This design comes from an exercise in tuning for a short achievable clock period and few clock cycles on the open sky130 flow, not from production work. Function was checked by simulation only, so behaviour that the tests miss may differ from the original. Power and IR drop assume default switching activity.

==> v37: inputs <==
==> flow/design.v (excerpt) <==
module minrv_core (
	input  logic                   clk,
	input  logic                   resetn,
	output logic [32-1:0] insn_addr,
	input  logic [32-1:0] insn,
	output logic                   mem_valid,
	output logic                   mem_instr,
	input  logic                   mem_ready,
	output logic [32-1:0] mem_addr,
	output logic [32-1:0] mem_wdata,
	output logic [3:0]             mem_wstrb,
	output logic [3:0]             mem_rmask,
	input  logic [32-1:0] mem_rdata,
	output logic                   trap
);
	localparam int BN = 32;  
	localparam int TW = 6;   
	localparam int GW = 11;  
	logic [31:0] pc_f;
	logic        v_d;
	logic [31:0] insn_d;
	logic [31:0] pc_d;
	logic        pt_d;      
	logic        hit_d;     
	logic [1:0]  ctr_d;
	logic [29:0] ptgt_d;
	logic        v_e;
	logic [31:0] pc_e;
	logic [31:0] rv1_e, rv2_e;
	logic [4:0]  rd_e;
	logic [31:0] imm_e;
	logic [31:0] pre_e;     
	logic [31:0] pc4_e;
	logic [31:0] pct_e;     
	logic        tok_e;     
	logic        pt_e, hit_e;
	logic        fwd1, fwd2;  
	logic [1:0]  ctr_e;
	logic [29:0] ptgt_e;
	logic [2:0]  f3_e;
	logic        alt_e, bimm_e, usepre_e, we_e;
	logic        ld_e, st_e, br_e, jal_e, jalr_e, ill_e;
	logic        mv_m;      
  ...
==> flow/config.mk <==
export PLATFORM = sky130hd
export DESIGN_NAME = minrv_core
export DESIGN_NICKNAME = minrv_core
export VERILOG_FILES = /design/flow/design.v
export SDC_FILE = /design/flow/constraint.sdc
export NUM_CORES = 4
export LEC_CHECK = 0
export CAP_MARGIN = 20
export CORE_MARGIN = 2
export CORE_UTILIZATION = 50
export SLEW_MARGIN = 20
==> flow/constraint.sdc <==
create_clock -name core_clock -period 16.5 [get_ports {clk}]
set_input_delay 3.3000 -clock core_clock [delete_from_list [all_inputs] [get_ports {clk}]]
set_output_delay 3.3000 -clock core_clock [all_outputs]
set_load 0.01 [all_outputs]
standard.sh (not shown) runs the stock make flow with config.mk's settings and CLKGATE_MAP_FILE= SYNTH_SCRIPT=/design/flow/synth_recipe.tcl, a recipe that flattens the netlist after the stock synthesis.
==> flow/flow/run.sh <==
#!/bin/bash
# standard synthesis, then the standard layout with timing repair aiming well below the
# clock period (the sdc and the period are unchanged)
set -euo pipefail
bash standard.sh synth > synth.log 2>&1
bash standard.sh SETUP_SLACK_MARGIN=11 TNS_END_PERCENT=30 finish > layout.log 2>&1
==> v4: changes against v37 <==
--- a/flow/design.v
+++ b/flow/design.v
@@ -163,22 +163,16 @@
 	assign rv1_d = (we_m && rd_m == rs1_d) ? wbv_m : rf[32*rs1_d +: 32];
 	assign rv2_d = (we_m && rd_m == rs2_d) ? wbv_m : rf[32*rs2_d +: 32];
 	logic        dred;
 	logic        pt_dx;
 	logic [29:0] ptgt_dx;
 	assign dred    = v_d && !hit_d && (jal_d || (br_d && insn_d[31] && !ill_d)) && !pct_d[1];
 	assign pt_dx   = pt_d || dred;
 	assign ptgt_dx = dred ? pct_d[31:2] : ptgt_d;
-	logic [29:0] tx_d, ty_d, tk_d;
-	logic        tok_d;
-	assign tx_d  = pc_d[31:2];
-	assign ty_d  = imm_d[31:2];
-	assign tk_d  = {((tx_d[28:0] & ty_d[28:0]) | ((tx_d[28:0] | ty_d[28:0]) & ~ptgt_d[28:0])), 1'b0};
-	assign tok_d = &(~(tx_d ^ ty_d ^ ptgt_d ^ tk_d));
 	assign lu_stall = v_d && ve && ld_e && we_e &&
 		((use1_d && rs1_d == rd_e) || (use2_d && rs2_d == rd_e));
 	logic [31:0] a_e, b_e, ob_e;
 	logic [31:0] alu_e, addr_e, res_e;
 	logic        eq_e, lt_e, ltu_e, take_e;
 	logic        slt_e, sltu_e;
 	logic [31:0] npc_e;
 	logic        misp_e, misal_e, trap_e;
@@ -308,17 +302,17 @@
 		rv2_e    <= rv2_d;
 		fwd1     <= go_e && we_e && rd_e == rs1_d;
 		fwd2     <= go_e && we_e && rd_e == rs2_d;
 		rd_e     <= rd_d;
 		imm_e    <= imm_d;
 		pre_e    <= pre_d;
 		pc4_e    <= pc4_d;
 		pct_e    <= pct_d;
-		tok_e    <= dred || tok_d;
+		tok_e    <= dred || pct_d[31:2] == ptgt_d;
 		pt_e     <= pt_dx;
 		hit_e    <= hit_d;
 		ctr_e    <= ctr_d;
 		ptgt_e   <= ptgt_dx;
 		f3_e     <= f3_d;
 		alt_e    <= alt_d;
 		bimm_e   <= !(op_d || br_d);
 		usepre_e <= lui_d || auipc_d || jal_d || jalr_d;
Settings changed: CORE_UTILIZATION 50 to 30.
==> qor summary <==
Result of the run: v37 timing/DRC/antenna clean; v4 timing/DRC/antenna clean
End of the worst hold path: v37 u_idx[1]; v4 u_idx[4]
Number of buffer and inverter instances along the worst setup path: v37 1; v4 2
Clock Skews: v37 0.0926 ns; v4 0.130 ns
Power Total: v37 0.0146 W; v4 0.0143 W
Power drawn by the combinational cells: v37 0.00253 W; v4 0.00254 W
Seq pwr share: v37 45.7%; v4 46.1%
Distinct cells, synth: v37 91; v4 93
Combined area of the multi-input logic cells: v37 43400 um^2; v4 42500 um^2
Compound-Gate Fraction of Synth Area: v37 8.22%; v4 8.47%
Area delta synth->final: v37 12.5%; v4 15.4%
Lkg Pwr: v37 41.7 nW; v4 41.7 nW
Vias in the first global route: v37 68011; v4 69335
Area after detailed placement: v37 113000 um^2; v4 114000 um^2
Slew margin rel.: v37 18.1%; v4 21.1%
Vias after detailed routing: v37 69098; v4 69647
Initial Util: v37 50.3%; v4 30.2%
Slowest stage delay, CP: v37 0.71 ns; v4 0.60 ns
Testbench counts of v37, summed over its fixed seeds: cycles 36,555.
Testbench counts of v4, summed over its fixed seeds: cycles 36,555.

[port drivers added, routing unchanged]
Ports are ideal in the flow. The routed layouts listed here were re-timed in OpenROAD.
Step 1: set_driving_cell puts a clkbuf_16 on clk and a buf_2 on each other input, an assumption about the parent block.
Step 2 times the ports against the registers' clock, not the clock port: input delays grow and output delays shrink by t, the midpoint of the rising clock arrivals with the driver on.
Slacks: ideal / step 1 / step 2; pairs: ideal / step 1.
| run | t (ns) | slack for setup (ns) | worst setup path at the end | slew at the worst register clock pin (ns) | worst slew at a driven data input, ns |
|---|---|---|---|---|---|
| v37 | 0.946 | 10.929 / 10.842 / 10.322 | input to register | 0.08 / 0.08 | 0.18 |
| v4 | 0.986 | 10.965 / 10.872 / 10.445 | input to register | 0.07 / 0.07 | 0.16 |
After both steps every run listed still meets setup and hold. For v37, which loses most, drivers alone change the setup slack by -0.087 ns; drivers and shift together by -0.607 ns.
